From an optimization exercise on the open Yosys and OpenROAD flow, aimed at small area, a short achievable clock period and few clock cycles per item; shortcuts taken in it are not production practice.
Where RTL was checked, it was by simulation tests only, not by an equivalence proof against the original.

==> v8: inputs <==
==> flow/design.v <==
package pipe_divider_pkg;
    localparam int W = 32;
endpackage
module pipe_divider_lzc (
    input  logic [31:0] x,
    output logic [5:0]  n
);
    logic [31:0]  z;
    logic [31:0]  nz;
    logic [159:0] c;
    logic [159:0] nc;
    integer       l;
    integer       i;
    always_comb begin
        z  = ~x;
        c  = '0;
        nz = '0;
        nc = '0;
        for (l = 0; l < 5; l = l + 1) begin
            nz = '0;
            nc = '0;
            for (i = 0; i < 16; i = i + 1) begin
                nz[i] = z[2*i+1] & z[2*i];
                nc[i*5 +: 5] = z[2*i+1] ? (c[(2*i)*5 +: 5] | (5'd1 << l)) : c[(2*i+1)*5 +: 5];
            end
            z = nz;
            c = nc;
        end
        n = z[0] ? 6'd32 : {1'b0, c[4:0]};
    end
endmodule
module pipe_divider (
    input  logic        clk,
    input  logic        rst,
    input  logic        in_valid,
    output logic        in_ready,
    input  logic [31:0] dividend,
    input  logic [31:0] divisor,
    output logic        out_valid,
    input  logic        out_ready,
    output logic [31:0] quotient,
    output logic [31:0] remainder,
    output logic        div_by_zero
);
    localparam logic [1:0] S_IDLE  = 2'd0;
    localparam logic [1:0] S_ALIGN = 2'd1;
    localparam logic [1:0] S_STEP  = 2'd2;
    localparam logic [1:0] S_DONE  = 2'd3;
    logic [1:0]  st;
    logic [31:0] rem;      
    logic [32:0] dv;       
    logic [31:0] q;        
    logic [3:0]  cnt;      
    logic        dz;
    logic [3:0]  sh;       
    logic        fin;      
    logic        shz;      
    logic [5:0]  clz_a;
    logic [5:0]  clz_b;
    logic [6:0]  sh_in;
    logic        b_zero;
    logic        accept;
    logic        step;
    logic [33:0] d3;       
    logic [31:0] r1, r2, r3;
    logic        c1, c2, c3;
    logic [31:0] rn;
    logic [1:0]  qd;
    pipe_divider_lzc u_lzc_a (.x(dividend), .n(clz_a));
    pipe_divider_lzc u_lzc_b (.x(divisor),  .n(clz_b));
    assign b_zero = (divisor == 32'd0);
    assign sh_in  = {1'b0, clz_b} - {1'b0, clz_a};
    assign out_valid = (st == S_DONE) || (st == S_ALIGN && fin);
    assign in_ready  = (st == S_IDLE) || (out_valid && out_ready);
    assign accept    = in_valid && in_ready;
    assign step      = (st == S_STEP) || (st == S_ALIGN && !fin && shz);
    assign d3 = {1'b0, dv} + {2'b00, dv[32:1]};
    assign c1 = {1'b0, rem} >= dv[32:1];
    assign c2 = {1'b0, rem} >= dv;
    assign c3 = {2'b00, rem} >= d3;
    assign r1 = rem - dv[32:1];
    assign r2 = rem - dv[31:0];
    assign r3 = rem - d3[31:0];
    assign qd = c3 ? 2'd3 : c2 ? 2'd2 : c1 ? 2'd1 : 2'd0;
    assign rn = c3 ? r3 : c2 ? r2 : r1;
    always_ff @(posedge clk or posedge rst)
        if (rst)
            st <= S_IDLE;
        else if (accept)
            st <= S_ALIGN;
        else if (st == S_ALIGN)
            st <= (fin && out_ready) ? S_IDLE : (fin || shz) ? S_DONE : S_STEP;
        else if (st == S_STEP && cnt == 4'd0)
            st <= S_DONE;
        else if (out_valid && out_ready)
            st <= S_IDLE;
    always_ff @(posedge clk) begin
        sh  <= sh_in[4:1];
        fin <= b_zero || sh_in[6];
        shz <= (sh_in[4:1] == 4'd0);
        if (accept)
            dv <= {divisor, 1'b0};
        else if (st == S_ALIGN)
            dv <= dv << {sh, 1'b0};
        else
            dv <= dv >> 2;
        if (st == S_ALIGN)
            cnt <= sh;
        else
            cnt <= cnt - 4'd1;
    end
    always_ff @(posedge clk) begin
        if (accept) begin
            rem <= dividend;
            q   <= {32{b_zero}};
            dz  <= b_zero;
        end else if (step) begin
            if (c1)
                rem <= rn;
            q   <= {q[29:0], qd};
        end
    end
    assign quotient    = q;
    assign remainder   = rem;
    assign div_by_zero = dz;
endmodule
==> flow/run.sh <==
#!/bin/bash
# synth_recipe.tcl (not shown) runs the flow's synth.tcl, then flattens the netlist and writes it again
# the make line also repeats each setting of config.mk as NAME=value (left out here)
make -C /OpenROAD-flow-scripts/flow DESIGN_CONFIG=/design/flow/config.mk WORK_HOME=/design/flow/orfs CLKGATE_MAP_FILE= SYNTH_SCRIPT=/design/flow/synth_recipe.tcl finish
==> flow/config.mk <==
export PLATFORM = sky130hd
export DESIGN_NAME = pipe_divider
export DESIGN_NICKNAME = pipe_divider
export VERILOG_FILES = /design/flow/design.v
export SDC_FILE = /design/flow/constraint.sdc
export NUM_CORES = 4
export LEC_CHECK = 0
export CAP_MARGIN = 20
export CORE_MARGIN = 2
export CORE_UTILIZATION = 40
export SETUP_SLACK_MARGIN = 2.0
export SLEW_MARGIN = 20
==> flow/constraint.sdc <==
create_clock -name core_clock -period 5.5 [get_ports {clk}]
set_input_delay 1.1000 -clock core_clock [delete_from_list [all_inputs] [get_ports {clk}]]
set_output_delay 1.1000 -clock core_clock [all_outputs]
set_load 0.01 [all_outputs]
==> v16 (differences from v8) <==
==> flow/design.v, changed modules only <==
module pipe_divider (
    input  logic        clk,
    input  logic        rst,
    input  logic        in_valid,
    output logic        in_ready,
    input  logic [31:0] dividend,
    input  logic [31:0] divisor,
    output logic        out_valid,
    input  logic        out_ready,
    output logic [31:0] quotient,
    output logic [31:0] remainder,
    output logic        div_by_zero
);
    logic        s_idle;
    logic        s_align;
    logic        s_step;
    logic        s_done;
    logic [31:0] rem;      
    logic [31:0] dv;       
    logic [31:0] q;        
    logic [4:0]  cnt;      
    logic        dz;
    logic [4:0]  ca;       
    logic [4:0]  cb;       
    logic        shz;      
    logic [5:0]  clz_a;
    logic [5:0]  clz_b;
    logic [31:0] a_smear;
    logic        b_zero;
    logic        fin;
    logic        accept;
    logic        leave;
    logic [4:0]  shamt;
    logic        step;
    logic        last;
    logic [31:0] diff;
    logic        ge;
    pipe_divider_lzc u_lzc_a (.x(dividend), .n(clz_a));
    pipe_divider_lzc u_lzc_b (.x(divisor),  .n(clz_b));
    always_comb begin
        a_smear[31] = dividend[31];
        for (int i = 30; i >= 0; i--)
            a_smear[i] = a_smear[i+1] | dividend[i];
    end
    assign b_zero = (divisor == 32'd0);
    assign fin    = b_zero || |(divisor & ~a_smear);
    assign out_valid = s_done;
    assign leave     = s_done && out_ready;
    assign in_ready  = s_idle || leave;
    assign accept    = in_valid && in_ready;
    assign shamt = cb - ca;
    assign step  = s_step || (s_align && shz);
    assign last  = s_step ? (cnt == 5'd0) : shz;
    assign ge   = rem >= dv;
    assign diff = rem - dv;
    always_ff @(posedge clk or posedge rst)
        if (rst) begin
            s_idle  <= 1'b1;
            s_align <= 1'b0;
            s_step  <= 1'b0;
            s_done  <= 1'b0;
        end else begin
            s_idle  <= (s_idle || leave) && !in_valid;
            s_align <= accept && !fin;
            s_step  <= (s_align && !shz) || (s_step && cnt != 5'd0);
            s_done  <= (accept && fin) || ((s_align || s_step) && last) || (s_done && !out_ready);
        end
    always_ff @(posedge clk) begin
        ca  <= clz_a[4:0];
        cb  <= clz_b[4:0];
        shz <= (clz_a == clz_b);
        if (accept)
            dv <= divisor;
        else if (s_align)
            dv <= dv << shamt;
        else
            dv <= dv >> 1;
        if (s_align)
            cnt <= shamt;
        else
            cnt <= cnt - 5'd1;
    end
    always_ff @(posedge clk) begin
        if (accept) begin
            rem <= dividend;
            q   <= {32{b_zero}};
            dz  <= b_zero;
        end else if (step) begin
            if (ge)
                rem <= diff;
            q   <= {q[30:0], ge};
        end
    end
    assign quotient    = q;
    assign remainder   = rem;
    assign div_by_zero = dz;
endmodule
==> flow/flow/run.sh (new file) <==
#!/bin/bash
# Standard layout (the standard.sh, unchanged synthesis and steps), except that the
# port buffers that global placement inserts use the smallest plain buffer instead of
# the delay buffer buffer_ports picks by default. Each port still gets its own buffer.
set -euo pipefail
export BUFFER_PORTS_ARGS="-buffer_cell sky130_fd_sc_hd__buf_1"
bash standard.sh > standard.log 2>&1
==> flow/standard.sh (new file) <==
#!/bin/bash
# synth_recipe.tcl (not shown) runs the flow's synth.tcl, then flattens the netlist and writes it again
# the make line also repeats each setting of config.mk as NAME=value (left out here)
make -C /OpenROAD-flow-scripts/flow DESIGN_CONFIG=/design/flow/config.mk WORK_HOME=/design/flow/orfs CLKGATE_MAP_FILE= SYNTH_SCRIPT=/design/flow/synth_recipe.tcl "${@:-finish}"
ABC_AREA = 1   (was default)
CTS_BUF_LIST = sky130_fd_sc_hd__clkbuf_8   (was default)
SETUP_SLACK_MARGIN = 2.8   (was 2.0)
removed: flow/run.sh
==> v28 (differences from v8) <==
==> flow/design.v, changed modules only <==
module pipe_divider (
    input  logic        clk,
    input  logic        rst,
    input  logic        in_valid,
    output logic        in_ready,
    input  logic [31:0] dividend,
    input  logic [31:0] divisor,
    output logic        out_valid,
    input  logic        out_ready,
    output logic [31:0] quotient,
    output logic [31:0] remainder,
    output logic        div_by_zero
);
    logic        s_busy;
    logic        s_align;
    logic        s_step;
    logic        s_done;
    logic [31:0] rem;      
    logic [31:0] dv;       
    logic [31:0] q;        
    logic [4:0]  cnt;      
    logic        dz;
    logic [4:0]  ca;       
    logic [4:0]  cb;       
    logic        shz;      
    logic [5:0]  clz_a;
    logic [5:0]  clz_b;
    logic [31:0] a_smear;
    logic        b_zero;
    logic        fin;
    logic        accept;
    logic        leave;
    logic [4:0]  shamt;
    logic        step;
    logic        last;
    logic [31:0] diff;
    logic        ge;
    pipe_divider_lzc u_lzc_a (.x(dividend), .n(clz_a));
    pipe_divider_lzc u_lzc_b (.x(divisor),  .n(clz_b));
    always_comb begin
        a_smear[31] = dividend[31];
        for (int i = 30; i >= 0; i--)
            a_smear[i] = a_smear[i+1] | dividend[i];
    end
    assign b_zero = (divisor == 32'd0);
    assign fin    = b_zero || |(divisor & ~a_smear);
    assign out_valid = s_done;
    assign leave     = s_done && out_ready;
    assign in_ready  = !s_busy || leave;
    assign accept    = in_valid && in_ready;
    assign shamt = cb - ca;
    assign step  = s_step || (s_align && shz);
    assign last  = s_step ? (cnt == 5'd0) : shz;
    assign ge   = rem >= dv;
    assign diff = rem - dv;
    always_ff @(posedge clk or posedge rst)
        if (rst) begin
            s_busy  <= 1'b0;
            s_align <= 1'b0;
            s_step  <= 1'b0;
            s_done  <= 1'b0;
        end else begin
            s_busy  <= (s_busy && !leave) || in_valid;
            s_align <= accept && !fin;
            s_step  <= (s_align && !shz) || (s_step && cnt != 5'd0);
            s_done  <= (accept && fin) || ((s_align || s_step) && last) || (s_done && !out_ready);
        end
    always_ff @(posedge clk) begin
        ca  <= clz_a[4:0];
        cb  <= clz_b[4:0];
        shz <= (clz_a == clz_b);
        if (accept)
            dv <= divisor;
        else if (s_align)
            dv <= dv << shamt;
        else
            dv <= dv >> 1;
        if (s_align)
            cnt <= shamt;
        else
            cnt <= cnt - 5'd1;
    end
    always_ff @(posedge clk) begin
        if (accept) begin
            rem <= dividend;
            q   <= {32{b_zero}};
            dz  <= b_zero;
        end else if (step) begin
            if (ge)
                rem <= diff;
            q   <= {q[30:0], ge};
        end
    end
    assign quotient    = q;
    assign remainder   = rem;
    assign div_by_zero = dz;
endmodule
==> flow/flow/run.sh (new file) <==
#!/bin/bash
# Standard layout (the standard.sh, unchanged synthesis and steps), except that the
# port buffers that global placement inserts use the smallest plain buffer instead of
# the delay buffer buffer_ports picks by default. Each port still gets its own buffer.
set -euo pipefail
export BUFFER_PORTS_ARGS="-buffer_cell sky130_fd_sc_hd__buf_1"
bash standard.sh > standard.log 2>&1
==> flow/standard.sh (new file) <==
#!/bin/bash
# synth_recipe.tcl (not shown) runs the flow's synth.tcl, then flattens the netlist and writes it again
# the make line also repeats each setting of config.mk as NAME=value (left out here)
make -C /OpenROAD-flow-scripts/flow DESIGN_CONFIG=/design/flow/config.mk WORK_HOME=/design/flow/orfs CLKGATE_MAP_FILE= SYNTH_SCRIPT=/design/flow/synth_recipe.tcl "${@:-finish}"
ABC_AREA = 1   (was default)
CTS_BUF_LIST = sky130_fd_sc_hd__clkbuf_8   (was default)
SETUP_SLACK_MARGIN = 2.8   (was 2.0)
removed: flow/run.sh
==> summary.md <==
| Metric | Value |
|---|---|
| Main combinational cell family by area after synthesis | `simple AND/OR/NAND/NOR gates` |
| Result of the run | `complete, no violations` |
| Effective utilization at floorplan | `40.68%` |
| Critical-path cell list | `ha_1 > nand2_1 > inv_1 > nand3_1 > nor4_4 > nand3_1 > nand3_4 > nor2_4 > a21oi_4 > buf_12 > buf_12` |
| Signal buffers share of area | `8.455%` |
| Setup ws final | `2795 ps` |
| Layout filler cell count | `2385` |
| Maximum operating frequency | `369.6 MHz` |
| Core region area | `22570 um2` |
-- figures above: v28

==> summary.md <==
| Metric | Value |
|---|---|
| Result of the run | `complete, no violations` |
| Core region area | `34460 um2` |
| Critical-path cell list | `ha_4 > fa_2 > a21o_1 > a221o_1 > o2111ai_2 > a21oi_2 > o21ai_2 > a21oi_2 > o31a_1 > nor4b_2 > nor3b_2 > ha_1 > nand3_2 > nor2_2 > and3_4 > a31oi_4 > a221oi_4 > buf_6 > buf_4 > o21ai_4 > buf_6 > a31oi_1 > a22oi_1` |
| Maximum operating frequency | `201.1 MHz` |
| Effective utilization at floorplan | `40.60%` |
| Layout filler cell count | `3344` |
| Signal buffers share of area | `12.81%` |
-- figures above: v8

==> summary.md <==
| Metric | Value |
|---|---|
| Main combinational cell family by area after synthesis | `simple AND/OR/NAND/NOR gates` |
| Count of input and output buffers | `134` |
| Setup ws final | `2826 ps` |
| Critical-path cell list | `buf_1 > a21oi_2 > inv_2 > buf_6` |
| Core region area | `22570 um2` |
| Effective utilization at floorplan | `40.59%` |
| Maximum operating frequency | `374.0 MHz` |
| Result of the run | `complete, no violations` |
| Layout filler cell count | `2406` |
| Logic depth of the worst path, buffers included | `4` |
-- figures above: v16

Testbench counts of v16, summed over its fixed seeds: cycles 69,732, items 8,000.
For v8 and v28, only the layout was checked, not whether the RTL still works.

what the ideal ports hide:
No port has a modelled driver above. Below, the same layouts with a new extraction and two added sets of constraints. Step 1, drivers: a clkbuf_16 drives clk and a buf_2 each remaining input, both assumed. Step 2 moves the port delays by t, midway between the first and last clock arrival at a register: inputs arrive t later, outputs are due t later. That takes back most of the time a late clock gives input paths. Three values: ideal ports, drivers, drivers and shift; two values: the first two.
| run | t (ns) | setup WS [ns] | hold slack, ns | worst setup path at the end | worst register clock-pin slew, ns |
|---|---|---|---|---|---|
| v8 | 0.428 | 0.526 / 0.526 / 0.526 | 0.473 / 0.473 / 0.473 | register to register | 0.09 / 0.09 |
| v16 | 0.504 | 2.826 / 2.802 / 2.429 | 0.464 / 0.457 / 0.464 | input to register | 0.11 / 0.11 |
| v28 | 0.498 | 2.795 / 2.795 / 2.384 | 0.450 / 0.450 / 0.450 | input to register | 0.09 / 0.09 |
After both steps every run listed still meets setup and hold. For v28, which loses most, drivers alone change the setup slack by 0.000 ns; drivers and shift together by -0.411 ns.
